This is an optimization exercise on Yosys and OpenROAD, whose aim is a short achievable clock period, not a production implementation. Function was checked by simulation only, so behaviour that the tests miss may differ from the original. No driver is modelled on the clock port, so clock power and skew are understated where the tree is cut down; a real chip needs a root buffer or a tree. Power and IR drop assume default switching activity.

## ember
// radar_pulse_controller
module radar_pulse_controller (
  input  logic                               aclk,
  input  logic                               aresetn,
  input  logic                               chirp_ready,
  input  logic                               chirp_active,
  input  logic                               chirp_done,
  input  logic [radar_pkg::word_w-1:0]       chirp_time_int,
  input  logic [radar_pkg::word_w-1:0]       chirp_time_frac,
  input  logic [radar_pkg::word_w-1:0]       adc_sample_time,
  input  logic [radar_pkg::param_bus_w-1:0]  chirp_parameters_in,
  output logic [radar_pkg::param_bus_w-1:0]  chirp_parameters_out,
  output logic                               chirp_init,
  output logic                               chirp_enable,
  output logic                               adc_enable
);
export LEC_CHECK = 0
export ABC_CLOCK_PERIOD_IN_PS = 1300
export CAP_MARGIN = 20
export CORE_MARGIN = 2
export CORE_UTILIZATION = 70
export SETUP_SLACK_MARGIN = 1.6
export SLEW_MARGIN = 20
create_clock -name core_clock -period 2.9 [get_ports {aclk}]
standard.sh (not shown) runs the stock make flow with config.mk's settings and CLKGATE_MAP_FILE= SYNTH_SCRIPT=/design/flow/synth_recipe.tcl, a recipe that flattens the netlist after the stock synthesis.
==> flow/flow/run.sh <==
#!/bin/bash
# Standard layout, with the clock tree of flow/cts_tree.tcl in place of TritonCTS.
# The standard flow's output goes to standard_flow.log; ORFS keeps each step's
# log under orfs/logs.
set -euo pipefail
export PRE_CTS_TCL=$PWD/flow/cts_tree.tcl
export CT_CLOCK_PORT=aclk
export CT_ROOTS=${CT_ROOTS:-4}
export CT_LEAF_SIZE=${CT_LEAF_SIZE:-30}
export CT_ROOT_BUF=${CT_ROOT_BUF:-sky130_fd_sc_hd__inv_16}
export CT_LEAF_BUF=${CT_LEAF_BUF:-sky130_fd_sc_hd__inv_16}
bash standard.sh finish > standard_flow.log 2>&1
==> flow/flow/cts_tree.tcl <==
# Clock tree built here in place of TritonCTS: the clock port drives a few root
# drivers, each root drives the leaf drivers of its part of the die, and each
# leaf driver drives a compact group of registers. Every register sees the same
# two levels (with inverters, the two inversions cancel). The groups come from recursive splitting of the register
# positions along the longer side, so they are balanced in size.

proc ct_split {pts na nb} {
  # pts: list of {iterm x y}; returns two parts in the ratio na:nb, split along
  # the longer side of their bounding box
  set xs {}; set ys {}
  foreach p $pts { lappend xs [lindex $p 1]; lappend ys [lindex $p 2] }
  set xs [lsort -integer $xs]; set ys [lsort -integer $ys]
  set dx [expr {[lindex $xs end] - [lindex $xs 0]}]
  set dy [expr {[lindex $ys end] - [lindex $ys 0]}]
  set idx [expr {$dx >= $dy ? 1 : 2}]
  set s [lsort -integer -index $idx $pts]
  set h [expr {([llength $s] * $na + ($na + $nb) / 2) / ($na + $nb)}]
  return [list [lrange $s 0 [expr {$h - 1}]] [lrange $s $h end]]
}

proc ct_groups {pts n} {
  # split pts into n groups of nearly equal size
  if {$n <= 1} { return [list $pts] }
  set na [expr {$n / 2}]
  set nb [expr {$n - $na}]
  lassign [ct_split $pts $na $nb] a b
  return [concat [ct_groups $a $na] [ct_groups $b $nb]]
}

proc ct_centroid {pts} {
  set sx 0; set sy 0
  foreach p $pts { set sx [expr {$sx + [lindex $p 1]}]; set sy [expr {$sy + [lindex $p 2]}] }
  set n [llength $pts]
  return [list [expr {$sx / $n}] [expr {$sy / $n}]]
}

proc ct_buffer {block master name x y in_net out_net} {
  set b [odb::dbInst_create $block $master $name]
  set w [[$b getMaster] getWidth]
  set h [[$b getMaster] getHeight]
  $b setLocation [expr {$x - $w / 2}] [expr {$y - $h / 2}]
  $b setPlacementStatus PLACED
  [$b findITerm A] connect $in_net
  foreach it [$b getITerms] {
    if {[$it getIoType] eq "OUTPUT"} { $it connect $out_net }
  }
  return $b
}

proc ct_build {args} {
  set block [ord::get_db_block]
  set db [ord::get_db]
  set rmaster [$db findMaster $::env(CT_ROOT_BUF)]
  set lmaster [$db findMaster $::env(CT_LEAF_BUF)]
  set clk_name [get_name [get_ports $::env(CT_CLOCK_PORT)]]
  set clk [$block findNet $clk_name]
  $clk setSigType CLOCK
  set pts {}
  foreach it [$clk getITerms] {
    set inst [$it getInst]
    set bb [$inst getBBox]
    set x [expr {([$bb xMin] + [$bb xMax]) / 2}]
    set y [expr {([$bb yMin] + [$bb yMax]) / 2}]
    lappend pts [list $it $x $y]
  }
  set nsink [llength $pts]
  set nroot $::env(CT_ROOTS)
  set per $::env(CT_LEAF_SIZE)
  # leaves per root, so that no leaf drives more than per registers
  set lpr [expr {($nsink + $nroot * $per - 1) / ($nroot * $per)}]
  set nleaf [expr {$lpr * $nroot}]
  puts "ct: $nsink sinks, $nroot roots, $nleaf leaves"
  set roots [ct_groups $pts $nroot]
  set r 0
  set l 0
  foreach rg $roots {
    set rnet [odb::dbNet_create $block "ct_root_${r}_net"]
    $rnet setSigType CLOCK
    set leaves [ct_groups $rg $lpr]
    set lcs {}
    foreach lg $leaves {
      set lnet [odb::dbNet_create $block "ct_leaf_${l}_net"]
      $lnet setSigType CLOCK
      foreach p $lg {
        set it [lindex $p 0]
        $it disconnect
        $it connect $lnet
      }
      lassign [ct_centroid $lg] cx cy
      ct_buffer $block $lmaster "ct_leaf_${l}" $cx $cy $rnet $lnet
      lappend lcs [list {} $cx $cy]
      incr l
    }
    lassign [ct_centroid $lcs] cx cy
    ct_buffer $block $rmaster "ct_root_${r}" $cx $cy $clk $rnet
    incr r
  }
  puts "ct: built $r roots and $l leaves"
}

rename clock_tree_synthesis ct_orig_clock_tree_synthesis
proc clock_tree_synthesis {args} { ct_build }
Modified inputs, onyx compared to ember
# ember
export LEC_CHECK = 0
export ABC_CLOCK_PERIOD_IN_PS = 1300
export CAP_MARGIN = 20
export CORE_MARGIN = 2
export CORE_UTILIZATION = 70
export SETUP_SLACK_MARGIN = 1.6
export SLEW_MARGIN = 20
create_clock -name core_clock -period 2.9 [get_ports {aclk}]
# onyx
export LEC_CHECK = 0
export ABC_CLOCK_PERIOD_IN_PS = 1300
export CAP_MARGIN = 20
export CORE_MARGIN = 2
export CORE_UTILIZATION = 60
export CTS_CLUSTER_DIAMETER = 100
export CTS_CLUSTER_SIZE = 30
export SETUP_SLACK_MARGIN = 1.6
export SLEW_MARGIN = 20
create_clock -name core_clock -period 2.9 [get_ports {aclk}]
--- a/flow/flow/run.sh
+++ b/flow/flow/run.sh
@@ -9 +9 @@
-export CT_LEAF_SIZE=${CT_LEAF_SIZE:-30}
+export CT_LEAF_SIZE=${CT_LEAF_SIZE:-36}
Findings:
Power drawn by the combinational cells of onyx falls short of that of ember by a few percent. ember ended up with sky130_fd_sc_hd__dfxtp_1 as its worst-path cell with the longest stage delay; onyx ended up with sky130_fd_sc_hd__dfxtp_2. Against ember, die footprint in onyx came out worse. Max synthesis-to-layout area growth across ember and onyx: ember. On net total in the final layout, the lower figure sits with onyx, not ember. Taking ember as the reference, in onyx via count fell 3.4%, final total power decreased 410 uW, worst hold slack stayed essentially flat, first-pass GRT wire length -3.2 mm, number of resized instances in the post-cts repair step climbed 10. Taking onyx as 1.0, ember lands at 1.10 on routed wire length. On part of the total power dissipated in combinational logic, ember and onyx are neck and neck.
Input-level comparison between xenon and onyx:
# onyx
export LEC_CHECK = 0
export ABC_CLOCK_PERIOD_IN_PS = 1300
export CAP_MARGIN = 20
export CORE_MARGIN = 2
export CORE_UTILIZATION = 60
export CTS_CLUSTER_DIAMETER = 100
export CTS_CLUSTER_SIZE = 30
export SETUP_SLACK_MARGIN = 1.6
export SLEW_MARGIN = 20
create_clock -name core_clock -period 2.9 [get_ports {aclk}]
# xenon
export LEC_CHECK = 0
export ABC_CLOCK_PERIOD_IN_PS = 1300
export CAP_MARGIN = 20
export CORE_MARGIN = 2
export CORE_UTILIZATION = 60
export SETUP_SLACK_MARGIN = 2.0
export SLEW_MARGIN = 20
create_clock -name core_clock -period 2.9 [get_ports {aclk}]
Notes after the runs:
xenon was carried through to the last stage, and its layout satisfied the timing, design-rule and antenna checks. In the tables for xenon and onyx, first-iteration DRC count reads lower with onyx. Going from onyx to xenon, part of the power in registers dropped 2.9 points, worst-case hold slack dropped 3.8 ps.
Edits applied to the flow inputs when going from xenon to quartz:
# xenon
export LEC_CHECK = 0
export ABC_CLOCK_PERIOD_IN_PS = 1300
export CAP_MARGIN = 20
export CORE_MARGIN = 2
export CORE_UTILIZATION = 60
export SETUP_SLACK_MARGIN = 2.0
export SLEW_MARGIN = 20
create_clock -name core_clock -period 2.9 [get_ports {aclk}]
# quartz
export LEC_CHECK = 0
export ABC_CLOCK_PERIOD_IN_PS = 1300
export CAP_MARGIN = 20
export CORE_MARGIN = 2
export CORE_UTILIZATION = 60
export CTS_CLUSTER_DIAMETER = 100
export CTS_CLUSTER_SIZE = 30
export SETUP_SLACK_MARGIN = 1.6
export SLEW_MARGIN = 20
create_clock -name core_clock -period 2.9 [get_ports {aclk}]
--- a/flow/flow/run.sh
+++ b/flow/flow/run.sh
@@ -9 +9 @@
-export CT_LEAF_SIZE=${CT_LEAF_SIZE:-36}
+export CT_LEAF_SIZE=${CT_LEAF_SIZE:-30}
tuning_coef_sync_i.din_rrr[11]$_SDFF_PP0_ as the launch point of the critical path was reported by quartz, and ctrl_word_sync_i.din_rrr[31]$_SDFF_PP0_ by xenon. Final setup slack of the worst path in quartz vs xenon: down 48 ps. Proportion of power drawn by combinational gates was lower in quartz than in xenon. Diff xenon -> quartz | maximum resistive drop on vdd | increase of 2.8%. The routing usage on met1 reported for quartz is smaller than that of xenon by 0.73 points. For first-pass GRT wire length, dividing the value from xenon by the value from quartz gives 1.09. When quartz is measured against xenon, its routed wirelength normalized by instance count turns out about 11% lower. Comparing xenon and quartz, relative slew slack is higher on xenon. Achievable frequency | quartz below xenon.
In every run of this note, the design's own scripts or RTL, not TritonCTS, make the clock network.

[what the ideal ports hide]
In the flow no input, the clock included, has a driving cell. The finished layouts below were timed again as built, in two steps. Step 1, drivers: a clkbuf_16 drives aclk and a buf_2 each remaining input, both assumed. Step 2 times the ports against the registers' clock, not the clock port: input delays grow and output delays shrink by t, the midpoint of the rising clock arrivals with the driver on. Three values: ideal, step 1, step 2; two values: the first two.
run | shift t [ns] | setup slack, ns | worst setup path after step 2 | latest minus earliest clock arrival (ns) | worst register clock-pin slew, ns
ember | 0.486 | 1.538 / 1.304 / 1.441 | input to register | 0.019 / 0.019 | 0.10 / 0.10
onyx | 0.480 | 1.576 / 1.340 / 1.412 | input to register | 0.017 / 0.017 | 0.10 / 0.11
xenon | 0.490 | 1.611 / 1.370 / 1.211 | input to register | 0.022 / 0.022 | 0.11 / 0.11
quartz | 0.495 | 1.563 / 1.321 / 1.411 | input to register | 0.016 / 0.017 | 0.10 / 0.11
After both steps every run listed still meets setup and hold. For xenon, which loses most, drivers alone change the setup slack by -0.241 ns; drivers and shift together by -0.400 ns.
